This design comes from an exercise in tuning for small area, a short achievable clock period and few clock cycles on the open sky130 flow, not from production work.
RTL that was checked went through simulation tests only; none was proved equivalent to the original.
No functional check of the RTL was part of run 3.

## run.sh

```bash
#!/bin/bash
# synth_recipe.tcl (not shown) runs the flow's synth.tcl, then flattens the netlist and writes it again
# the make line also repeats each setting of config.mk as NAME=value (left out here)
make -C /OpenROAD-flow-scripts/flow DESIGN_CONFIG=/design/flow/config.mk WORK_HOME=/design/flow/orfs CLKGATE_MAP_FILE= SYNTH_SCRIPT=/design/flow/synth_recipe.tcl finish
```

## config.mk

```make
export PLATFORM = sky130hd
export DESIGN_NAME = smdv_top
export DESIGN_NICKNAME = smdv_top
export VERILOG_FILES = /design/flow/design.v
export SDC_FILE = /design/flow/constraint.sdc
export NUM_CORES = 4
export LEC_CHECK = 0
export CAP_MARGIN = 20
export CORE_MARGIN = 2
export CORE_UTILIZATION = 40
export SLEW_MARGIN = 20
```

## constraint.sdc

```tcl
create_clock -name core_clock -period 10.0 [get_ports {clk_i}]
set_input_delay 2.0000 -clock core_clock [delete_from_list [all_inputs] [get_ports {clk_i}]]
set_output_delay 2.0000 -clock core_clock [all_outputs]
set_load 0.01 [all_outputs]
```

## design.v

```verilog
package smdv_pkg;
  localparam int DIMS_DEF       = 39;
  localparam int MAX_FRAMES_DEF = 1024;
endpackage
module smdv_top (
  input  logic        clk_i,
  input  logic        rst_ni,
  input  logic        start_i,
  input  logic [17:0] in_i,
  output logic        busy_o,
  output logic        out_valid_o,
  output logic [55:0] out_o
);
  localparam int D  = 39;
  localparam int L  = 29;    
  function automatic logic [10:0] dstep(input logic [9:0] rem, input logic b,
                                        input logic [10:0] dv);
    logic [10:0] t;
    logic [11:0] df;
    t  = {rem, b};
    df = {1'b0, t} - {1'b0, dv};
    dstep = df[11] ? {1'b0, t[9:0]} : {1'b1, df[9:0]};
  endfunction
  logic        busy_q;
  logic        c_vld_q;
  logic [1:0]  c_mode_q;
  logic [15:0] c_val_q;
  logic [5:0]  hd_q, pos_q, sw_q, rt_q, od_q;
  logic [6:0]  rb_q, rb_d;
  logic [10:0] n_q;
  logic        drop_q;
  logic        a_vld_q;
  logic [15:0] a_v_q;
  logic        acc, full, al, c_push, c_rpt, c_clr, c_spr;
  logic        push_add, push_drop, rpt_go, c_done, c_stall;
  logic [5:0]  hd_nx, pos_inc, hd_d, pos_d, sw_d, rt_d, hd_d_nx;
  logic [10:0] n_d;
  logic        drop_d, c_vld_d, busy_d, al_d;
  logic [1:0]  c_mode_d;
  assign acc       = start_i & ~busy_q;
  assign hd_nx     = (hd_q == 6'd38) ? 6'd0 : hd_q + 6'd1;
  assign pos_inc   = (pos_q == 6'd38) ? 6'd0 : pos_q + 6'd1;
  assign full      = n_q[10];
  assign c_push    = c_vld_q & (c_mode_q == 2'd0);
  assign c_rpt     = c_vld_q & (c_mode_q == 2'd1);
  assign c_clr     = c_vld_q & (c_mode_q == 2'd2);
  assign c_spr     = c_vld_q & (c_mode_q == 2'd3);
  assign al        = (hd_nx == pos_q);
  assign push_add  = c_push & ~full & al;
  assign push_drop = c_push & full;
  assign rpt_go    = c_rpt & (sw_q == 6'd0) & (hd_nx == 6'd0);
  assign c_done    = push_add | push_drop | rpt_go | c_clr | c_spr;
  assign c_stall   = c_vld_q & ~c_done;
  assign hd_d   = c_clr ? 6'd38 : hd_nx;
  assign pos_d  = c_clr ? 6'd0 : (push_add | push_drop) ? pos_inc : pos_q;
  assign n_d    = c_clr ? 11'd0 : (push_add && pos_q == 6'd38) ? n_q + 11'd1 : n_q;
  assign drop_d = c_clr ? 1'b0 : (push_drop | drop_q);
  assign sw_d   = c_clr ? 6'd39 : (sw_q != 6'd0) ? sw_q - 6'd1 : 6'd0;
  assign rt_d   = rpt_go ? 6'd39 : (rt_q != 6'd0) ? rt_q - 6'd1 : 6'd0;
  assign rb_d   = rpt_go ? 7'(L + 38) : (rb_q != 7'd0) ? rb_q - 7'd1 : 7'd0;
  assign c_vld_d  = acc | c_stall;
  assign c_mode_d = acc ? in_i[17:16] : c_mode_q;
  assign hd_d_nx  = (hd_d == 6'd38) ? 6'd0 : hd_d + 6'd1;
  assign al_d     = (hd_d_nx == pos_d);
  assign busy_d   = (rb_d != 7'd0)
                  | (c_vld_d & (c_mode_d == 2'd1))
                  | (c_vld_d & (c_mode_d == 2'd0) & ~n_d[10] & ~al_d);
  always_ff @(posedge clk_i or negedge rst_ni) begin
    if (!rst_ni) begin
      busy_q   <= 1'b0;
      c_vld_q  <= 1'b0;
      c_mode_q <= 2'd0;
      hd_q     <= 6'd37;
      pos_q    <= 6'd0;
      sw_q     <= 6'd39;
      rb_q     <= 7'd0;
      rt_q     <= 6'd0;
      n_q      <= 11'd0;
      drop_q   <= 1'b0;
      a_vld_q  <= 1'b0;
    end else begin
      busy_q   <= busy_d;
      c_vld_q  <= c_vld_d;
      c_mode_q <= c_mode_d;
      hd_q     <= hd_d;
      pos_q    <= pos_d;
      sw_q     <= sw_d;
      rb_q     <= rb_d;
      rt_q     <= rt_d;
      n_q      <= n_d;
      drop_q   <= drop_d;
      a_vld_q  <= push_add;
    end
  end
  logic signed [7:0]  vh;
  logic        [7:0]  vl;
  logic        [14:0] a_hh_q;
  logic signed [16:0] a_hl_q;
  logic        [15:0] a_ll_q;
  assign vh = c_val_q[15:8];
  assign vl = c_val_q[7:0];
  always_ff @(posedge clk_i) begin
    if (acc) c_val_q <= in_i[15:0];
    a_v_q  <= c_val_q;
    a_hh_q <= 15'(vh * vh);
    a_hl_q <= 17'(vh * signed'({1'b0, vl}));
    a_ll_q <= vl * vl;
  end
  logic signed [25:0] s1r [D];
  logic [40:0]        s2r [D];
  logic               zero;
  assign zero = (sw_q != 6'd0);
  always_ff @(posedge clk_i) begin
    for (int i = 0; i < D - 1; i++) begin
      s1r[i] <= s1r[i+1];
      s2r[i] <= s2r[i+1];
    end
    s1r[D-1] <= (zero ? 26'sd0 : s1r[0])
              + (a_vld_q ? {{10{a_v_q[15]}}, a_v_q} : 26'd0);
    s2r[D-1] <= (zero ? 41'd0 : s2r[0])
              + (a_vld_q ? {10'd0, a_hh_q, a_ll_q} : 41'd0)
              + (a_vld_q ? {{15{a_hl_q[16]}}, a_hl_q, 9'd0} : 41'd0);
  end
  localparam int PZ = 9;           
  localparam int PY = 10;          
  localparam int PV = 11;          
  localparam int NV = 16;          
  localparam int PF = PV + NV;     
  logic [L:1] pv_q;
  always_ff @(posedge clk_i or negedge rst_ni) begin
    if (!rst_ni) pv_q <= '0;
    else         pv_q <= {pv_q[L-1:1], (rt_q != 6'd0)};
  end
  localparam int NC = 8;
  logic [10:0] nc_q [0:NC-1];
  always_ff @(posedge clk_i) begin
    nc_q[0] <= n_q;
    for (int i = 1; i < NC; i++) nc_q[i] <= nc_q[i-1];
  end
  function automatic int ncopy(input int p);
    ncopy = (p < 2) ? 0 : (p < 5) ? 1 : (p < 9) ? 2 : (p < 13) ? 3
          : (p < 17) ? 4 : (p < 21) ? 5 : (p < 25) ? 6 : 7;
  endfunction
  logic signed [25:0] t0;
  logic [11:0]        bh;
  logic               unf0, ovf0;
  logic [10:0]        st0a;
  assign t0   = s1r[0];
  assign bh   = {{2{t0[25]}}, t0[25:16]} + {1'b0, nc_q[0]};
  assign unf0 = bh[11];
  assign ovf0 = ~bh[11] & ({1'b0, bh[10:1]} >= nc_q[0]);
  assign st0a = dstep(bh[10:1], bh[0], nc_q[0]);
  logic [9:0]  mr_q [1:PZ];
  logic [16:0] mq_q [1:PZ];
  logic        unf_q [1:PF];
  logic        ovf_q [1:PF];
  always_ff @(posedge clk_i) begin
    mr_q[1]  <= st0a[9:0];
    mq_q[1]  <= {st0a[10], 16'd0};
    unf_q[1] <= unf0;
    ovf_q[1] <= ovf0;
  end
  for (genvar s = 1; s <= 8; s++) begin : g_mean
    logic [25:0] tap;
    logic [10:0] a, b;
    assign tap = s1r[D-s];
    assign a = dstep(mr_q[s], tap[17-2*s], nc_q[ncopy(s)]);
    assign b = dstep(a[9:0],  tap[16-2*s], nc_q[ncopy(s)]);
    always_ff @(posedge clk_i) begin
      mr_q[s+1]  <= b[9:0];
      mq_q[s+1]  <= mq_q[s] | (17'({a[10], b[10]}) << (16 - 2*s));
      unf_q[s+1] <= unf_q[s];
      ovf_q[s+1] <= ovf_q[s];
    end
  end
  logic signed [16:0] mz;
  logic signed [21:0] zl_q, zh_q;
  logic signed [16:0] m_q [PY:PF-1];
  logic [9:0]         r_q [PY:PF-1];
  assign mz = {~mq_q[PZ][16], mq_q[PZ][15:0]};
  always_ff @(posedge clk_i) begin
    zl_q      <= 22'(mz * signed'({1'b0, mr_q[PZ][4:0]}));
    zh_q      <= 22'(mz * signed'({1'b0, mr_q[PZ][9:5]}));
    m_q[PY]   <= mz;
    r_q[PY]   <= mr_q[PZ];
    unf_q[PY] <= unf_q[PZ];
    ovf_q[PY] <= ovf_q[PZ];
  end
  logic signed [41:0] yy;
  logic [31:0] yq_q [PV:PF];
  logic [9:0]  vr_q [PV:PF];
  logic        yn_q [PV:PF];
  assign yy = signed'({1'b0, s2r[D-PY]}) - (42'(zl_q) <<< 1) - (42'(zh_q) <<< 6);
  always_ff @(posedge clk_i) begin
    yq_q[PV]  <= yy[31:0];
    vr_q[PV]  <= yy[41:32];
    yn_q[PV]  <= yy[41];
    m_q[PV]   <= m_q[PY];
    r_q[PV]   <= r_q[PY];
    unf_q[PV] <= unf_q[PY];
    ovf_q[PV] <= ovf_q[PY];
  end
  for (genvar s = PV; s < PF; s++) begin : g_var
    logic [10:0] a, b;
    assign a = dstep(vr_q[s], yq_q[s][31], nc_q[ncopy(s)]);
    assign b = dstep(a[9:0],  yq_q[s][30], nc_q[ncopy(s)]);
    always_ff @(posedge clk_i) begin
      yq_q[s+1]  <= {yq_q[s][29:0], a[10], b[10]};
      vr_q[s+1]  <= b[9:0];
      yn_q[s+1]  <= yn_q[s];
      unf_q[s+1] <= unf_q[s];
      ovf_q[s+1] <= ovf_q[s];
    end
    if (s < PF - 1) begin : g_mr
      always_ff @(posedge clk_i) begin
        m_q[s+1] <= m_q[s];
        r_q[s+1] <= r_q[s];
      end
    end
  end
  function automatic logic [15:0] mean_sat(input logic signed [16:0] m,
                                            input logic unf, input logic ovf);
    if (unf)                    mean_sat = 16'h8000;
    else if (ovf)               mean_sat = 16'h7fff;
    else if (m > 17'sd32767)    mean_sat = 16'h7fff;
    else if (m < -17'sd32768)   mean_sat = 16'h8000;
    else                        mean_sat = m[15:0];
  endfunction
  logic signed [7:0]  mh;
  logic        [8:0]  ml;
  logic        [4:0]  rh, rl;
  logic        [14:0] p_mhh_q;
  logic signed [16:0] p_mhl_q;
  logic        [17:0] p_mll_q;
  logic        [9:0]  p_rhh_q, p_rhl_q, p_rll_q;
  logic        [15:0] mean_q [PF:PF+1];
  logic               zf_q [PF:PF+1];
  assign mh = m_q[PF-1][16:9];
  assign ml = m_q[PF-1][8:0];
  assign rh = r_q[PF-1][9:5];
  assign rl = r_q[PF-1][4:0];
  always_ff @(posedge clk_i) begin
    p_mhh_q    <= 15'(mh * mh);
    p_mhl_q    <= 17'(mh * signed'({1'b0, ml}));
    p_mll_q    <= ml * ml;
    p_rhh_q    <= rh * rh;
    p_rhl_q    <= rh * rl;
    p_rll_q    <= rl * rl;
    mean_q[PF] <= mean_sat(m_q[PF-1], unf_q[PF-1], ovf_q[PF-1]);
  end
  logic signed [33:0] dd_q, dm_q;
  logic        [19:0] rsq_q;
  logic        [15:0] nxl_q, nxh_q;
  always_ff @(posedge clk_i) begin
    dd_q         <= signed'({2'b0, yq_q[PF]}) - signed'({1'b0, p_mhh_q, p_mll_q})
                  - (34'(p_mhl_q) <<< 10);
    dm_q         <= signed'({2'b0, yq_q[PF]}) - signed'({1'b0, p_mhh_q, p_mll_q})
                  - (34'(p_mhl_q) <<< 10) - 34'sd1;
    rsq_q        <= {p_rhh_q, 10'd0} + {3'd0, p_rhl_q, 6'd0} + {10'd0, p_rll_q};
    nxl_q        <= nc_q[NC-1] * vr_q[PF][4:0];
    nxh_q        <= nc_q[NC-1] * vr_q[PF][9:5];
    zf_q[PF+1]   <= unf_q[PF] | ovf_q[PF] | yn_q[PF];
    mean_q[PF+1] <= mean_q[PF];
  end
  logic               bb;
  logic signed [33:0] vv;
  logic [30:0]        vres;
  assign bb   = ({5'd0, nxl_q} + {nxh_q, 5'd0}) < {1'b0, rsq_q};
  assign vv   = bb ? dm_q : dd_q;
  assign vres = (zf_q[PF+1] | vv[33]) ? 31'd0
              : (vv[32:31] != 2'd0) ? 31'h7fff_ffff : vv[30:0];
  logic        empty;
  logic        ov_q;
  logic [55:0] out_q;
  assign empty = (n_q == 11'd0);
  always_ff @(posedge clk_i or negedge rst_ni) begin
    if (!rst_ni) begin
      ov_q <= 1'b0;
      od_q <= 6'd0;
    end else begin
      ov_q <= pv_q[L-1];
      if (rpt_go)          od_q <= 6'd0;
      else if (pv_q[L-1])  od_q <= od_q + 6'd1;
    end
  end
  always_ff @(posedge clk_i) begin
    if (pv_q[L-1]) begin
      out_q <= {od_q,
                empty ? 16'd0 : mean_q[PF+1],
                empty ? 31'd0 : vres,
                empty, drop_q, (od_q == 6'd38)};
    end
  end
  assign busy_o      = busy_q;
  assign out_valid_o = ov_q;
  assign out_o       = out_q;
endmodule
```

==> reports/summary.json, run 1 <==
{
  "run_status": {
    "status": "finished clean"
  },
  "yosys": {
    "post_syn_instances": 12585,
    "synth.area.top_cells": "sky130_fd_sc_hd__dfxtp_1, sky130_fd_sc_hd__ha_1, sky130_fd_sc_hd__fa_1",
    "avgSynthCellArea_um2": 12.26,
    "synthesis.area_um2": 154300,
    "synth_edf_count": 72,
    "sequential_share_of_the_synthesized_area_pct": 60.47,
    "yosysWarnings": 15,
    "yosys.cell_types.count": 96,
    "ys_ff_latch": 4602,
    "synthFlopType": "sky130_fd_sc_hd__dfxtp_1",
    "synth_async_sr_flop_share_pct": 1.804,
    "synth_top_area_share_pct": 57.71,
    "synth_largest_area_cell": "sky130_fd_sc_hd__dfxtp_1"
  },
  "timing": {
    "setup_total_negative_slack_ns": 0,
    "timing_worst_slew_pin_value_ns": 1.017,
    "worst_relative_slew_slack_pct": 31.75,
    "timing.final.crit_period_ns": 6.142,
    "post-route-period-util_pct": 61.42,
    "timing.final.hold_violations": 0,
    "worst_clock_skew_ns": 0.07855,
    "setup_viol": 0,
    "maxSlewViolCount": 0,
    "holdWs_ns": 0.2747,
    "grt_setup_unrepaired": "no",
    "achievable-frequency_mhz": 162.8
  },
  "critical_path": {
    "reg2reg_from": "nxl_q[5]",
    "cp_required_ns": 10.73,
    "cp-start-kind": "register",
    "worst_setup_path_end_kind": "register",
    "crit_start": "nxl_q[5]",
    "r2r_slack_ns": 3.86,
    "worstPathMaxFanout": 34,
    "class_of_the_most_critical_setup_path": "reg2reg",
    "critical_path_arrival_ns": 6.87
  },
  "detailed_routing": {
    "vias_per_cell": 4.399,
    "drt-initial-drc-count": 3213,
    "drcViolationCount": 0,
    "sum_of_routed_wire_length_over_all_layers_mm": 266.1,
    "detail_route.wl_per_cell_um": 14.47,
    "detail-route-antenna-nets": 0,
    "drt_pre_antenna_iters": 5,
    "detailroute.via_count": 80906
  },
  "floorplan": {
    "initial_utilization_pct": 40.08,
    "floorplan.die_area_um2": 390600,
    "floorplan.core_area_um2": 384800,
    "top_level_ports": 79,
    "chipHeight_um": 625.0,
    "die_width_um": 625.0,
    "rows": 228
  },
  "global_route": {
    "grt_pass1_vias": 80683,
    "grt_max_degree": 76,
    "antenna_found_initial": 12,
    "global_route.overflow_total": 0,
    "globalRouteTotalUtil_pct": 13.63,
    "grt_first_pass_wirelength_mm": 429.1
  },
  "clocking": {
    "cts_buffer_depth": 4,
    "clock_sink_count": 4602,
    "tritoncts.num_buffers": 425,
    "worst_setup_hold_path_clk_slew_ns": 0.06,
    "cts_setup_buffers": 0,
    "cts_resized": 0,
    "cts-hold-fix-buffers": 0,
    "clock_latency_ns": 0.97,
    "cts.htree.levels": 5,
    "cts_tree": "yes",
    "ctsRootBufferMaster": "sky130_fd_sc_hd__clkbuf_16"
  },
  "hold_path": {
    "min_from": "s2r[5][30]",
    "worst_hold_path_type": "reg2reg"
  },
  "final_layout": {
    "layout-area-overhead-vs-synth_pct": 14.29,
    "layout.core_utilization_pct": 45.81,
    "layout-drive-gt1-share_pct": 8.856,
    "num-fill-cells": 34561,
    "layout.nets": 14658
  },
  "place": {
    "place_hpwl_mm": 189.3,
    "gp_routability_congestion": 0.7997,
    "io_buffers": 78
  },
  "run": {
    "timing.max_cap.violations": 0
  }
}
## sequential cells by signal, summed over array words and instances, names as in the netlist, 32 cells and up
signal	flops
s2r	1599
s1r	1014
yq_q	544
m_q	289
r_q	170
vr_q	170
mr_q	90
nc_q	88
mq_q	81
out_q	56
dd_q	34
dm_q	34
mean_q	32
## path summary, 6_finish.rpt
kind                              end  cells after the start
setup / recovery             out_q[5]                     25
hold / removal             s2r[4][30]                      0
setup reg to reg             out_q[5]                     25
hold reg to reg            s2r[4][30]                      0
max in group asynchronous     sw_q[5]                      3
min in group asynchronous        ov_q                      1
## per-stage QoR
step / setup slack (ns) / area (µm²) / std cells
after CTS: 3.824 / 176200 / 18383
final: 3.858 / 176300 / 18391
after global routing: 3.128 / 176300 / 18386
after global placement: 3.865 / 161300 / 17596
after floorplan: 4.549 / 154300 / 12586
after detailed placement: 3.836 / 161300 / 17596
## worst max-delay path, stage by stage (launching register included)
cell and delay (ns):
sky130_fd_sc_hd__dfxtp_1 0.32, sky130_fd_sc_hd__ha_1 0.17, sky130_fd_sc_hd__inv_1 0.06, sky130_fd_sc_hd__fa_1 0.39
sky130_fd_sc_hd__nor2b_1 0.12, sky130_fd_sc_hd__o21ai_0 0.11, sky130_fd_sc_hd__a21boi_0 0.25, sky130_fd_sc_hd__o21ai_0 0.14
sky130_fd_sc_hd__a21boi_0 0.27, sky130_fd_sc_hd__o21ai_0 0.15, sky130_fd_sc_hd__a21boi_0 0.31, sky130_fd_sc_hd__o21ai_0 0.14
sky130_fd_sc_hd__a21boi_0 0.32, sky130_fd_sc_hd__nor2_1 0.09, sky130_fd_sc_hd__ha_1 0.29, sky130_fd_sc_hd__nor2b_1 0.13
sky130_fd_sc_hd__o21ai_0 0.15, sky130_fd_sc_hd__nand2b_1 0.07, sky130_fd_sc_hd__a21oi_1 0.15, sky130_fd_sc_hd__nor2b_1 0.06
sky130_fd_sc_hd__o31a_1 0.27, sky130_fd_sc_hd__nor3_4 0.11, sky130_fd_sc_hd__buf_4 0.50, sky130_fd_sc_hd__mux2_2 0.39
sky130_fd_sc_hd__or3_1 0.71, sky130_fd_sc_hd__a21oi_1 0.28
## final cells by class
type	instances	area [µm²]	share of cell area [%]
Antenna cell	6	15.01	0.008517
Clock buffer	599	12390	7.028
Clock inverter	188	2596	1.473
Inverter	1168	4384	2.487
Multi-Input combinational cell	6595	55780	31.64
Sequential cell	4602	93280	52.91
Tap cell	5060	6331	3.591
Timing Repair Buffer	173	1515	0.8595
## cells in the mapped netlist (all sizes together), types with 101 or more instances
master / n
and2: 413
o21ai: 403
o21bai: 144
a21boi: 101
ha: 1143
a21oi: 593
mux2: 288
dfxtp: 4447
nor2: 544
fa: 529
nand2: 746
xor2: 203
clkbuf: 196
nor2b: 140
a21o: 148
inv: 1168
xnor2: 495
## cells by family (layout without fill, tap and decap cells)
kind of cell / count (synthesis) / in the layout / share of synthesized area [%]
buffers and inverters: 1389 / 2128 / 3.389
and+or+nand+nor: 2225 / 2225 / 6.915
adders and majority gates: 1678 / 1678 / 16.18
AOI/OAI and AO/OA: 1621 / 1621 / 6.449
muxes: 370 / 370 / 2.635
xor gates and xnor gates: 698 / 698 / 3.963
other: 2 / 9 / 0.004869
DFF: 4602 / 4602 / 60.47
## cells in the final DEF (no fill, tap or decap), types with 74 or more instances in the layout
cell,n
sky130_fd_sc_hd__nor3_1,86
sky130_fd_sc_hd__o21bai_1,144
sky130_fd_sc_hd__and2_1,412
sky130_fd_sc_hd__dfrtp_1,74
sky130_fd_sc_hd__nand2_1,746
sky130_fd_sc_hd__mux2i_1,82
sky130_fd_sc_hd__inv_1,1167
sky130_fd_sc_hd__clkbuf_16,433
sky130_fd_sc_hd__a21o_1,148
sky130_fd_sc_hd__ha_1,1143
sky130_fd_sc_hd__fa_1,529
sky130_fd_sc_hd__buf_4,94
sky130_fd_sc_hd__nand2b_1,74
sky130_fd_sc_hd__nor2_1,544
sky130_fd_sc_hd__clkbuf_8,93
sky130_fd_sc_hd__a21oi_1,587
sky130_fd_sc_hd__o21ai_0,397
sky130_fd_sc_hd__clkdlybuf4s50_1,77
sky130_fd_sc_hd__dfxtp_1,4447
sky130_fd_sc_hd__a21boi_0,100
sky130_fd_sc_hd__mux2_2,288
sky130_fd_sc_hd__xnor2_1,495
sky130_fd_sc_hd__xor2_1,203
sky130_fd_sc_hd__nor2b_1,139
## routing by layer
| layer | track usage (%) | vias to the layer above | wire (µm) |
|---|---|---|---|
| met5 | 0 | - | 0 |
| met4 | 5.073 | 0 | 9315 |
| met3 | 2.034 | 455 | 9773 |
| met2 | 22.08 | 1072 | 119000 |
| met1 | 18.41 | 37721 | 128000 |
| li1 | - | 41658 | - |
Testbench counts, summed over its fixed seeds: cycles 16,032.
==> inputs of run 2 (changes only) <==
--- a/config.mk
+++ b/config.mk
@@ -8,4 +8,5 @@
 export CAP_MARGIN = 20
 export CORE_MARGIN = 2
 export CORE_UTILIZATION = 40
+export SETUP_SLACK_MARGIN = 5
 export SLEW_MARGIN = 20
==> run 2 against run 1 <==
Compared with the run above:
- still clean
- wire length is 4.1% higher
- cell area rose by 2.7%
- clock skew up 0.0011 ns
- clock-buffer cell count shrank 13
==> reports/summary.json, run 2 <==
{
  "clocking": {
    "cts_tree": "yes",
    "clock_latency": {"value": 0.98, "unit": "ns", "change": "about the same"},
    "cts.htree.levels": {"value": 5, "change": "unchanged"},
    "worst_setup_hold_path_clk_slew": {"value": 0.06, "unit": "ns", "change": "about the same"},
    "clock_sink_count": {"value": 4602, "change": "unchanged"},
    "cts_buffer_depth": {"value": 4, "change": "unchanged"},
    "ctsRootBufferMaster": "sky130_fd_sc_hd__clkbuf_16",
    "tritoncts.num_buffers": {"value": 426, "change": "+0.24%"},
    "cts-hold-fix-buffers": {"value": 0, "change": "unchanged"}
  },
  "detailed_routing": {
    "detail-route-antenna-nets": {"value": 0, "change": "unchanged"},
    "detail_route.wl_per_cell": {"value": 14.82, "unit": "µm", "change": "+2.4%"},
    "drcViolationCount": {"value": 0, "change": "unchanged"},
    "vias_per_cell": {"value": 4.430, "change": "+0.69%"},
    "detailroute.via_count": {"value": 82806, "change": "+2.3%"},
    "sum_of_routed_wire_length_over_all_layers": {"value": 277.1, "unit": "mm", "change": "+4.1%"},
    "drt-initial-drc-count": {"value": 3519, "change": "+9.5%"},
    "drt_pre_antenna_iters": {"value": 5, "change": "unchanged"}
  },
  "place": {
    "pre_cts_ws": {"value": 3.550, "unit": "ns", "change": "-0.2863 ns"},
    "place_hpwl": {"value": 188.5, "unit": "mm", "change": "-0.42%"},
    "gp_routability_congestion": {"value": 0.8033, "change": "+0.45%"},
    "dp.cells": {"value": 17555, "change": "-0.23%"},
    "io_buffers": {"value": 78, "change": "unchanged"}
  },
  "yosys": {
    "synthFlopType": "sky130_fd_sc_hd__dfxtp_1",
    "yosysWarnings": {"value": 15, "change": "unchanged"},
    "post_syn_instances": {"value": 12585, "change": "unchanged"},
    "ys_ff_latch": {"value": 4602, "change": "unchanged"},
    "synth_largest_area_cell": "sky130_fd_sc_hd__dfxtp_1",
    "synth_top_area_share": {"value": 57.71, "unit": "%", "change": "unchanged"},
    "avgSynthCellArea": {"value": 12.26, "unit": "µm²", "change": "unchanged"},
    "synth.area.top_cells": "sky130_fd_sc_hd__dfxtp_1, sky130_fd_sc_hd__ha_1, sky130_fd_sc_hd__fa_1",
    "yosys.cell_types.count": {"value": 96, "change": "unchanged"},
    "synthesis.area": {"value": 154300, "unit": "µm²", "change": "unchanged"},
    "synth_async_sr_flop_share": {"value": 1.804, "unit": "%", "change": "unchanged"},
    "synth_most_common_cell": "sky130_fd_sc_hd__dfxtp_1",
    "sequential_share_of_the_synthesized_area": {"value": 60.47, "unit": "%", "change": "unchanged"},
    "synth_top_cells_by_count": "sky130_fd_sc_hd__dfxtp_1, sky130_fd_sc_hd__inv_1, sky130_fd_sc_hd__ha_1",
    "synth_edf_count": {"value": 72, "change": "unchanged"}
  },
  "final_layout": {
    "layout.core_utilization": {"value": 47.06, "unit": "%", "change": "+1.3 points"},
    "layout.nets": {"value": 14946, "change": "+2.0%"},
    "layout-area-overhead-vs-synth_pct": 17.42,
    "largest_register": "s2r",
    "final_cell_mix": "sky130_fd_sc_hd__dfxtp_1, sky130_fd_sc_hd__inv_1, sky130_fd_sc_hd__ha_1, sky130_fd_sc_hd__nand2_1, sky130_fd_sc_hd__nor2_1",
    "layout_commonest_cell": "sky130_fd_sc_hd__dfxtp_1",
    "stdcell_count": {"value": 18693, "change": "+1.6%"},
    "layout-drive-gt1-share": {"value": 13.14, "unit": "%", "change": "+4.3 points"},
    "number_of_flip_flops_in_the_largest_register": {"value": 1599, "change": "unchanged"},
    "largestRegisters": "s2r: 1599 flops, s1r: 1014 flops, yq_q: 544 flops"
  },
  "timing": {
    "post-route-period-util": {"value": 48.57, "unit": "%", "change": "-13 points"},
    "grt_setup_unrepaired": "yes",
    "setup_total_negative_slack": {"value": 0, "unit": "ns", "change": "unchanged"},
    "setup_viol": {"value": 0, "change": "unchanged"},
    "achievable-frequency": {"value": 205.9, "unit": "MHz", "change": "+26%"},
    "timing.final.hold_violations": {"value": 0, "change": "unchanged"},
    "timing.final.ws_setup": {"value": 5.143, "unit": "ns", "change": "+1.285 ns"},
    "worst_clock_skew": {"value": 0.07964, "unit": "ns", "change": "+0.001095 ns"},
    "worst_relative_slew_slack": {"value": 30.93, "unit": "%", "change": "-0.82 points"},
    "timing_worst_slew_pin_value": {"value": 1.036, "unit": "ns", "change": "+0.01915 ns"},
    "timing.final.crit_period": {"value": 4.857, "unit": "ns", "change": "-1.285 ns"},
    "maxSlewViolCount": {"value": 0, "change": "unchanged"}
  },
  "global_route": {
    "grt_max_degree": {"value": 77, "change": "+1.3%"},
    "globalRouteTotalUtil": {"value": 13.97, "unit": "%", "change": "+0.34 points"},
    "grt_first_pass_wirelength": {"value": 438.6, "unit": "mm", "change": "+2.2%"},
    "antenna_found_initial": {"value": 13, "change": "+1"},
    "grt_pass1_vias": {"value": 82119, "change": "+1.8%"},
    "global_route.overflow_total": {"value": 0, "change": "unchanged"}
  },
  "critical_path": {
    "cp_required": {"value": 10.82, "unit": "ns", "change": "+0.09 ns"},
    "crit_end": "vr_q[14][7]",
    "crit_start": "nc_q[4][1]",
    "critical_path_cell_with_the_highest_stage_delay": "sky130_fd_sc_hd__o41ai_4",
    "class_of_the_most_critical_setup_path": "reg2reg",
    "regToRegEndpoint": "vr_q[14][7]",
    "r2r_slack": {"value": 5.14, "unit": "ns", "change": "+1.28 ns"},
    "worst_setup_path_end_kind": "register",
    "r2r.worst_path.cells": {"value": 26, "change": "+4.0%"},
    "reg2reg_from": "nc_q[4][1]",
    "worst_path_dominant_cell_family": "compound AO/OA/AOI/OAI gates",
    "wp_depth": {"value": 26, "change": "+4.0%"},
    "critPathBufInv": {"value": 4, "change": "+2"},
    "critical_path_arrival": {"value": 5.67, "unit": "ns", "change": "-1.20 ns"},
    "worstPathMaxFanout": {"value": 5, "change": "-85%"},
    "crit_path_max_incr_delay": {"value": 0.38, "unit": "ns", "change": "-0.33 ns"},
    "cp-start-kind": "register"
  },
  "run_status": {
    "status": "finished clean"
  },
  "floorplan": {
    "top_level_ports": {"value": 79, "change": "unchanged"},
    "die_width": {"value": 625.0, "unit": "µm", "change": "unchanged"},
    "initial_utilization": {"value": 40.08, "unit": "%", "change": "unchanged"},
    "floorplan.die_area": {"value": 390600, "unit": "µm²", "change": "unchanged"},
    "rows": {"value": 228, "change": "unchanged"},
    "floorplan.core_area": {"value": 384800, "unit": "µm²", "change": "unchanged"},
    "chipHeight": {"value": 625.0, "unit": "µm", "change": "unchanged"}
  },
  "run": {
    "timing.max_cap.violations": {"value": 0, "change": "unchanged"}
  },
  "hold_path": {
    "worst_hold_path_type": "reg2reg"
  }
}
## run 2: cell count changes in the layout (fill, tap and decap cells not counted), moves of 52 or more
| cell | delta |
|---|---|
| sky130_fd_sc_hd__a21boi_0 | -76 |
| sky130_fd_sc_hd__buf_4 | +199 |
| sky130_fd_sc_hd__o21ai_0 | -152 |
| sky130_fd_sc_hd__a21boi_1 | +52 |
| sky130_fd_sc_hd__a21oi_1 | -120 |
| sky130_fd_sc_hd__o21ai_1 | +87 |
| sky130_fd_sc_hd__a21oi_2 | +101 |
## run 2: area by class of cell
type	instances	area, µm²
Fill cell	34242	203700
Sequential cell	4602	93370
Multi-Input combinational cell	6610	57870
Clock buffer	586	12110
Tap cell	5060	6331
Inverter	1168	4454
Timing Repair Buffer	445	4036
Clock inverter	201	2890
Antenna cell	21	52.55
## run 2: repair_timing
action,4_1_cts,5_1_grt
gates resized for setup,232,436
cloned,16,14
pin swaps,46,253
buffers inserted,142,158
setup endpoints to repair,348,327
## run 2: stage by stage
step                cell area (µm²)  hold slack, ns
global placement             161200          0.3095
detailed placement           161200          0.3121
CTS                          178300          0.2441
global route                 181100          0.2473
floorplan                    154700          0.3096
finish                       181100          0.2503
## run 2: cells by family after synthesis
logic type	Yosys count	share of synthesized area [%]
AO/OA/AOI/OAI	1621	6.449
XOR/XNOR	698	3.963
adder cells (fa/ha/maj)	1678	16.18
buffers and inverters	1389	3.389
flip-flops	4602	60.47
multiplexers	370	2.635
other	2	0.004869
AND/OR/NAND/NOR	2225	6.915
## run 2: how the worst min path moves through the flow
stage	startpoint	to	slack (ns)	depth (start not counted)
finish	s2r[22][26]	s2r[21][26]	0.25	0
CTS	s2r[22][26]	s2r[21][26]	0.24	0
detailed placement	s1r[19][5]	s1r[18][5]	0.31	0
floorplan	m_q[10][0]	m_q[11][0]	0.31	0
global placement	m_q[20][12]	m_q[21][12]	0.31	0
global route	s2r[35][30]	s2r[34][30]	0.25	0
## run 2: worst reg2reg max path, delay by kind of cell (launching register included)
kind	cells	cell delay, ns
AOI/OAI and AO/OA	15	2.37
DFF	1	0.35
adders and majority gates	2	0.50
and+or+nand+nor	3	0.39
muxes	2	0.55
buffers and inverters	4	0.60
## run 2: per-layer routing
| metal | up-vias | routed length, µm | GRT usage (%) |
|---|---|---|---|
| met5 | - | 0 | 0 |
| met3 | 470 | 8531 | 1.841 |
| met4 | 0 | 7600 | 4.497 |
| li1 | 42329 | - | - |
| met1 | 38992 | 133400 | 18.88 |
| met2 | 1015 | 127500 | 23.13 |
==> inputs of run 3 (changes only) <==
--- a/design.v
+++ b/design.v
@@ -25,46 +25,37 @@
   logic        c_vld_q;
   logic [1:0]  c_mode_q;
   logic [15:0] c_val_q;
-  logic [5:0]  hd_q, pos_q, sw_q, rt_q, od_q;
-  logic [6:0]  rb_q, rb_d;
-  logic [10:0] n_q;
+  logic [5:0]  hd_q, pos_q, dl_q, sw_q, rt_q, od_q;
+  logic [6:0]  rb_q;
+  logic [10:0] n_q, n1_q;
   logic        drop_q;
   logic        a_vld_q;
   logic [15:0] a_v_q;
-  logic        acc, full, al, c_push, c_rpt, c_clr, c_spr;
+  logic        acc, full, al, c_push, c_rpt, c_clr, c_spr, pc, wrap;
   logic        push_add, push_drop, rpt_go, c_done, c_stall;
-  logic [5:0]  hd_nx, pos_inc, hd_d, pos_d, sw_d, rt_d, hd_d_nx;
-  logic [10:0] n_d;
-  logic        drop_d, c_vld_d, busy_d, al_d;
+  logic        c_vld_d, busy_d, al_d, n10_d;
   logic [1:0]  c_mode_d;
   assign acc       = start_i & ~busy_q;
-  assign hd_nx     = (hd_q == 6'd38) ? 6'd0 : hd_q + 6'd1;
-  assign pos_inc   = (pos_q == 6'd38) ? 6'd0 : pos_q + 6'd1;
   assign full      = n_q[10];
   assign c_push    = c_vld_q & (c_mode_q == 2'd0);
   assign c_rpt     = c_vld_q & (c_mode_q == 2'd1);
   assign c_clr     = c_vld_q & (c_mode_q == 2'd2);
   assign c_spr     = c_vld_q & (c_mode_q == 2'd3);
-  assign al        = (hd_nx == pos_q);
+  assign al        = (dl_q == 6'd1);
   assign push_add  = c_push & ~full & al;
   assign push_drop = c_push & full;
-  assign rpt_go    = c_rpt & (sw_q == 6'd0) & (hd_nx == 6'd0);
-  assign c_done    = push_add | push_drop | rpt_go | c_clr | c_spr;
+  assign pc        = push_add | push_drop;
+  assign wrap      = push_add & (pos_q == 6'd38);
+  assign rpt_go    = c_rpt & (sw_q == 6'd0) & (hd_q == 6'd38);
+  assign c_done    = pc | rpt_go | c_clr | c_spr;
   assign c_stall   = c_vld_q & ~c_done;
-  assign hd_d   = c_clr ? 6'd38 : hd_nx;
-  assign pos_d  = c_clr ? 6'd0 : (push_add | push_drop) ? pos_inc : pos_q;
-  assign n_d    = c_clr ? 11'd0 : (push_add && pos_q == 6'd38) ? n_q + 11'd1 : n_q;
-  assign drop_d = c_clr ? 1'b0 : (push_drop | drop_q);
-  assign sw_d   = c_clr ? 6'd39 : (sw_q != 6'd0) ? sw_q - 6'd1 : 6'd0;
-  assign rt_d   = rpt_go ? 6'd39 : (rt_q != 6'd0) ? rt_q - 6'd1 : 6'd0;
-  assign rb_d   = rpt_go ? 7'(L + 38) : (rb_q != 7'd0) ? rb_q - 7'd1 : 7'd0;
   assign c_vld_d  = acc | c_stall;
   assign c_mode_d = acc ? in_i[17:16] : c_mode_q;
-  assign hd_d_nx  = (hd_d == 6'd38) ? 6'd0 : hd_d + 6'd1;
-  assign al_d     = (hd_d_nx == pos_d);
-  assign busy_d   = (rb_d != 7'd0)
+  assign al_d     = c_clr | (pc ? (dl_q == 6'd1) : (dl_q == 6'd2));
+  assign n10_d    = ~c_clr & (wrap ? n1_q[10] : n_q[10]);
+  assign busy_d   = rpt_go | (rb_q > 7'd1)
                   | (c_vld_d & (c_mode_d == 2'd1))
-                  | (c_vld_d & (c_mode_d == 2'd0) & ~n_d[10] & ~al_d);
+                  | (c_vld_d & (c_mode_d == 2'd0) & ~n10_d & ~al_d);
   always_ff @(posedge clk_i or negedge rst_ni) begin
     if (!rst_ni) begin
       busy_q   <= 1'b0;
@@ -72,23 +63,30 @@
       c_mode_q <= 2'd0;
       hd_q     <= 6'd37;
       pos_q    <= 6'd0;
+      dl_q     <= 6'd2;
       sw_q     <= 6'd39;
       rb_q     <= 7'd0;
       rt_q     <= 6'd0;
       n_q      <= 11'd0;
+      n1_q     <= 11'd1;
       drop_q   <= 1'b0;
       a_vld_q  <= 1'b0;
     end else begin
       busy_q   <= busy_d;
       c_vld_q  <= c_vld_d;
       c_mode_q <= c_mode_d;
-      hd_q     <= hd_d;
-      pos_q    <= pos_d;
-      sw_q     <= sw_d;
-      rb_q     <= rb_d;
-      rt_q     <= rt_d;
-      n_q      <= n_d;
-      drop_q   <= drop_d;
+      hd_q     <= c_clr ? 6'd38 : (hd_q == 6'd38) ? 6'd0 : hd_q + 6'd1;
+      if (c_clr)   pos_q <= 6'd0;
+      else if (pc) pos_q <= (pos_q == 6'd38) ? 6'd0 : pos_q + 6'd1;
+      if (c_clr)    dl_q <= 6'd1;
+      else if (!pc) dl_q <= (dl_q == 6'd0) ? 6'd38 : dl_q - 6'd1;
+      sw_q     <= c_clr ? 6'd39 : (sw_q != 6'd0) ? sw_q - 6'd1 : 6'd0;
+      rb_q     <= rpt_go ? 7'(L + 38) : (rb_q != 7'd0) ? rb_q - 7'd1 : 7'd0;
+      rt_q     <= rpt_go ? 6'd39 : (rt_q != 6'd0) ? rt_q - 6'd1 : 6'd0;
+      if (c_clr)     n_q <= 11'd0;
+      else if (wrap) n_q <= n1_q;
+      n1_q     <= n_q + 11'd1;
+      drop_q   <= ~c_clr & (push_drop | drop_q);
       a_vld_q  <= push_add;
     end
   end
@@ -246,7 +244,7 @@
     p_rhh_q    <= rh * rh;
     p_rhl_q    <= rh * rl;
     p_rll_q    <= rl * rl;
-    mean_q[PF] <= mean_sat(m_q[PF-1], unf_q[PF-1], ovf_q[PF-1]);
+    mean_q[PF] <= (n_q == 11'd0) ? 16'd0 : mean_sat(m_q[PF-1], unf_q[PF-1], ovf_q[PF-1]);
   end
   logic signed [33:0] dd_q, dm_q;
   logic        [19:0] rsq_q;
@@ -259,16 +257,17 @@
     rsq_q        <= {p_rhh_q, 10'd0} + {3'd0, p_rhl_q, 6'd0} + {10'd0, p_rll_q};
     nxl_q        <= nc_q[NC-1] * vr_q[PF][4:0];
     nxh_q        <= nc_q[NC-1] * vr_q[PF][9:5];
-    zf_q[PF+1]   <= unf_q[PF] | ovf_q[PF] | yn_q[PF];
+    zf_q[PF+1]   <= unf_q[PF] | ovf_q[PF] | yn_q[PF] | (n_q == 11'd0);
     mean_q[PF+1] <= mean_q[PF];
   end
   logic               bb;
   logic signed [33:0] vv;
   logic [30:0]        vres;
+  function automatic logic [30:0] clampv(input logic signed [33:0] x, input logic z);
+    clampv = (z | x[33]) ? 31'd0 : (x[32:31] != 2'd0) ? 31'h7fff_ffff : x[30:0];
+  endfunction
   assign bb   = ({5'd0, nxl_q} + {nxh_q, 5'd0}) < {1'b0, rsq_q};
-  assign vv   = bb ? dm_q : dd_q;
-  assign vres = (zf_q[PF+1] | vv[33]) ? 31'd0
-              : (vv[32:31] != 2'd0) ? 31'h7fff_ffff : vv[30:0];
+  assign vres = bb ? clampv(dm_q, zf_q[PF+1]) : clampv(dd_q, zf_q[PF+1]);
   logic        empty;
   logic        ov_q;
   logic [55:0] out_q;
@@ -284,12 +283,7 @@
     end
   end
   always_ff @(posedge clk_i) begin
-    if (pv_q[L-1]) begin
-      out_q <= {od_q,
-                empty ? 16'd0 : mean_q[PF+1],
-                empty ? 31'd0 : vres,
-                empty, drop_q, (od_q == 6'd38)};
-    end
+    out_q <= {od_q, mean_q[PF+1], vres, empty, drop_q, (od_q == 6'd38)};
   end
   assign busy_o      = busy_q;
   assign out_valid_o = ov_q;
==> run 3 against run 2 <==
Compared with the run above:
- still clean on timing, DRC and antenna
- worst setup slack got worse by 0.15 ns
- clock skew is 0.0098 ns lower
- first-iteration DRC count fell by 8.9%
- cell area shrank 0.99%
- register-to-register slack got worse by 0.15 ns
- largest cell class unchanged
==> reports/summary.json, run 3 <==
{
  "timing": {
    "grt_setup_unrepaired": "yes",
    "timing.final.crit_period": {"value": 5.005, "unit": "ns", "change": "+0.1481 ns"},
    "maxSlewViolCount": {"value": 0, "change": "unchanged"},
    "post-route-period-util": {"value": 50.05, "unit": "%", "change": "+1.5 points"},
    "achievable-frequency": {"value": 199.8, "unit": "MHz", "change": "-3.0%"},
    "holdWs": {"value": 0.2646, "unit": "ns", "change": "+0.01424 ns"},
    "timing_worst_slew_pin_value": {"value": 1.033, "unit": "ns", "change": "-0.003308 ns"},
    "worst_clock_skew": {"value": 0.06989, "unit": "ns", "change": "-0.009756 ns"},
    "timing.final.hold_violations": {"value": 0, "change": "unchanged"},
    "worst_relative_slew_slack": {"value": 31.15, "unit": "%", "change": "+0.22 points"},
    "setup_viol": {"value": 0, "change": "unchanged"},
    "setup_total_negative_slack": {"value": 0, "unit": "ns", "change": "unchanged"}
  },
  "final_layout": {
    "final_cell_mix": "sky130_fd_sc_hd__dfxtp_1, sky130_fd_sc_hd__inv_1, sky130_fd_sc_hd__ha_1, sky130_fd_sc_hd__nand2_1, sky130_fd_sc_hd__nor2_1",
    "layout-area-overhead-vs-synth_pct": 16.94,
    "layout-drive-gt1-share": {"value": 12.93, "unit": "%", "change": "-0.21 points"},
    "final_design_area_no_fill": {"value": 179300, "unit": "µm²", "change": "-0.99%"},
    "layout.nets": {"value": 14878, "change": "-0.45%"},
    "layout_commonest_cell": "sky130_fd_sc_hd__dfxtp_1",
    "number_of_flip_flops_in_the_largest_register": {"value": 1599, "change": "unchanged"},
    "largestRegisters": "s2r: 1599 flops, s1r: 1014 flops, yq_q: 544 flops",
    "largest_register": "s2r"
  },
  "clocking": {
    "cts-hold-fix-buffers": {"value": 0, "change": "unchanged"},
    "cts_tree": "yes",
    "cts_buffer_depth": {"value": 4, "change": "unchanged"},
    "cts.htree.levels": {"value": 5, "change": "unchanged"},
    "tritoncts.num_buffers": {"value": 427, "change": "+0.23%"},
    "worst_setup_hold_path_clk_slew": {"value": 0.06, "unit": "ns", "change": "about the same"},
    "clock_sink_count": {"value": 4619, "change": "+0.37%"},
    "ctsRootBufferMaster": "sky130_fd_sc_hd__clkbuf_16",
    "clock_latency": {"value": 0.98, "unit": "ns", "change": "about the same"}
  },
  "place": {
    "gp_routability_congestion": {"value": 0.8068, "change": "+0.44%"},
    "io_buffers": {"value": 78, "change": "unchanged"},
    "place_hpwl": {"value": 183.2, "unit": "mm", "change": "-2.8%"},
    "dpl_cell_area": {"value": 160500, "unit": "µm²", "change": "-0.47%"}
  },
  "critical_path": {
    "class_of_the_most_critical_setup_path": "reg2reg",
    "worst_setup_path_end_kind": "register",
    "r2r.worst_path.cells": {"value": 26, "change": "unchanged"},
    "path_common_cell": "sky130_fd_sc_hd__o21ai_1",
    "critical_path_cell_with_the_highest_stage_delay": "sky130_fd_sc_hd__o41ai_4",
    "regToRegEndpoint": "vr_q[14][1]",
    "worstPathMaxFanout": {"value": 5, "change": "unchanged"},
    "critical_path_arrival": {"value": 5.82, "unit": "ns", "change": "+0.15 ns"},
    "reg2reg_from": "nc_q[4][1]",
    "cp-start-kind": "register",
    "crit_path_max_incr_delay": {"value": 0.40, "unit": "ns", "change": "+0.02 ns"},
    "cp_required": {"value": 10.81, "unit": "ns", "change": "about the same"},
    "r2r_slack": {"value": 5.00, "unit": "ns", "change": "-0.15 ns"}
  },
  "floorplan": {
    "floorplan.die_area": {"value": 388300, "unit": "µm²", "change": "-0.58%"},
    "die_width": {"value": 623.2, "unit": "µm", "change": "-0.29%"},
    "top_level_ports": {"value": 79, "change": "unchanged"},
    "rows": {"value": 227, "change": "-0.44%"},
    "chipHeight": {"value": 623.2, "unit": "µm", "change": "-0.29%"},
    "floorplan.core_area": {"value": 382000, "unit": "µm²", "change": "-0.73%"},
    "initial_utilization": {"value": 40.14, "unit": "%", "change": "+0.060 points"}
  },
  "global_route": {
    "antenna_found_initial": {"value": 13, "change": "unchanged"},
    "global_route.overflow_total": {"value": 0, "change": "unchanged"},
    "grt_first_pass_wirelength": {"value": 432.7, "unit": "mm", "change": "-1.3%"},
    "grt_max_degree": {"value": 56, "change": "-27%"},
    "globalRouteTotalUtil": {"value": 13.77, "unit": "%", "change": "-0.20 points"},
    "grt_pass1_vias": {"value": 81228, "change": "-1.1%"}
  },
  "yosys": {
    "synth_top_area_share": {"value": 58.78, "unit": "%", "change": "+1.1 points"},
    "synthesis.area": {"value": 153300, "unit": "µm²", "change": "-0.58%"},
    "ys_ff_latch": {"value": 4619, "change": "+0.37%"},
    "synthFlopType": "sky130_fd_sc_hd__dfxtp_1",
    "yosys.cell_types.count": {"value": 87, "change": "-9.4%"},
    "synth_edf_count": {"value": 16, "change": "-78%"},
    "synth_async_sr_flop_share": {"value": 2.165, "unit": "%", "change": "+0.36 points"},
    "synth_top_cells_by_count": "sky130_fd_sc_hd__dfxtp_1, sky130_fd_sc_hd__inv_1, sky130_fd_sc_hd__ha_1",
    "synth_most_common_cell": "sky130_fd_sc_hd__dfxtp_1",
    "sequential_share_of_the_synthesized_area": {"value": 60.74, "unit": "%", "change": "+0.27 points"},
    "synth.area.top_cells": "sky130_fd_sc_hd__dfxtp_1, sky130_fd_sc_hd__ha_1, sky130_fd_sc_hd__fa_1",
    "post_syn_instances": {"value": 12514, "change": "-0.56%"},
    "yosysWarnings": {"value": 15, "change": "unchanged"},
    "synth_largest_area_cell": "sky130_fd_sc_hd__dfxtp_1",
    "avgSynthCellArea": {"value": 12.25, "unit": "µm²", "change": "about the same"}
  },
  "detailed_routing": {
    "sum_of_routed_wire_length_over_all_layers": {"value": 271.0, "unit": "mm", "change": "-2.2%"},
    "drt_pre_antenna_iters": {"value": 7, "change": "+2"},
    "drt-initial-drc-count": {"value": 3205, "change": "-8.9%"},
    "drcViolationCount": {"value": 0, "change": "unchanged"},
    "detail_route.wl_per_cell": {"value": 14.58, "unit": "µm", "change": "-1.7%"},
    "detail-route-antenna-nets": {"value": 0, "change": "unchanged"},
    "vias_per_cell": {"value": 4.383, "change": "-1.1%"},
    "detailroute.via_count": {"value": 81486, "change": "-1.6%"}
  },
  "run": {
    "timing.max_cap.violations": {"value": 0, "change": "unchanged"}
  },
  "run_status": {
    "status": "finished clean"
  },
  "hold_path": {
    "min_path_cells": {"value": 0, "change": "unchanged"},
    "worst_hold_path_type": "reg2reg",
    "min_from": "s1r[11][20]",
    "hold_path_end": "s1r[10][20]"
  }
}
[run 3: changes by cell type after synthesis, moves of 11 or more]
cell,change
sky130_fd_sc_hd__o21a_1,-11
sky130_fd_sc_hd__nand2_1,-12
sky130_fd_sc_hd__mux2i_1,-39
sky130_fd_sc_hd__dfrtp_1,+15
sky130_fd_sc_hd__and2_1,-28
sky130_fd_sc_hd__o21bai_1,+15
sky130_fd_sc_hd__a21boi_0,-16
sky130_fd_sc_hd__xor2_1,+11
sky130_fd_sc_hd__edfxtp_1,-56
sky130_fd_sc_hd__o22ai_1,+29
sky130_fd_sc_hd__dfxtp_1,+56
[run 3: worst max-delay path: cells and delay by family (launching register included)]
family	cells	cell delay (ns)
compound gates	15	2.54
fa+ha+maj	2	0.47
flops	1	0.36
buf+inv	4	0.59
simple gates	3	0.35
mux	2	0.57
[run 3: metrics by stage]
step	instances	setup WS [ns]	utilization [%]
floorplan	12515	5.004	-
global placement	17490	3.475	42.01
detailed placement	17491	3.527	42.01
CTS	18444	4.936	46.38
global route	18584	4.752	46.94
finish	18593	4.995	46.94
[run 3: cells by family (layout without fill, tap and decap cells)]
family | Yosys count | after routing | share of synthesized area [%]
flops | 4619 | 4619 | 60.74
buf+inv | 1389 | 2408 | 3.405
fa+ha+maj | 1676 | 1676 | 16.26
other cells | 2 | 19 | 0.004897
simple gates | 2165 | 2167 | 6.677
mux | 340 | 340 | 2.462
xor+xnor | 703 | 703 | 4.015
compound gates | 1620 | 1623 | 6.435
[run 3: repair_timing]
item,in CTS,in global routing
cloned,9,15
buffers inserted,157,118
resized for setup,237,385
endpoints found under the setup margin,335,329
pin swaps,49,174
[run 3: area by class of cell]
type / count / area (µm²)
flip-flops and latches: 4619 / 93240
inverters: 1177 / 4479
diodes: 16 / 40.04
multi-input cells: 6512 / 56470
clock buffers: 599 / 12340
well taps: 5038 / 6304
clock inverters: 188 / 2546
fillers: 34006 / 202700
repair buffers: 444 / 3920
[run 3: worst max path at each step]
stage,slack (ns),from,end,cells after the start
after floorplan,5.00,nc_q[7][1],vr_q[27][2],27
after CTS,4.94,nc_q[6][2],vr_q[23][7],25
final,5.00,nc_q[4][1],vr_q[14][1],26
after detailed placement,3.53,nc_q[4][1],vr_q[14][2],22
after global routing,4.75,nc_q[4][1],vr_q[16][4],26
after global placement,3.48,nc_q[4][1],vr_q[14][3],22
[run 3: layer usage]
metal	global-route usage [%]	share of wire [%]
met1	19.13	49
met2	22.09	44
met3	1.798	3.1
met4	4.684	3.2
met5	0	0.0048

==> re-timing with driven ports <==
How much do the figures lean on ideal ports? The routed layouts below were timed once more, with nothing changed but the port constraints.
Step 1 assumes that a clkbuf_16 drives the clock port and a buf_2 every other input.
Step 2 times the ports against the registers' clock, not the clock port: input delays grow and output delays shrink by t, the midpoint of the rising clock arrivals with the driver on.
Three values: ideal, step 1, step 2; two values: the first two.
run	t, ns	setup WS [ns]	hold slack, ns	slew at the worst register clock pin (ns)
run 1	1.026	3.858 / 3.858 / 3.858	0.275 / 0.275 / 0.275	0.07 / 0.07
run 2	1.031	5.143 / 5.143 / 5.143	0.250 / 0.250 / 0.250	0.07 / 0.07
run 3	1.024	4.995 / 4.995 / 4.995	0.265 / 0.265 / 0.265	0.07 / 0.07
After both steps every run listed still meets setup and hold.
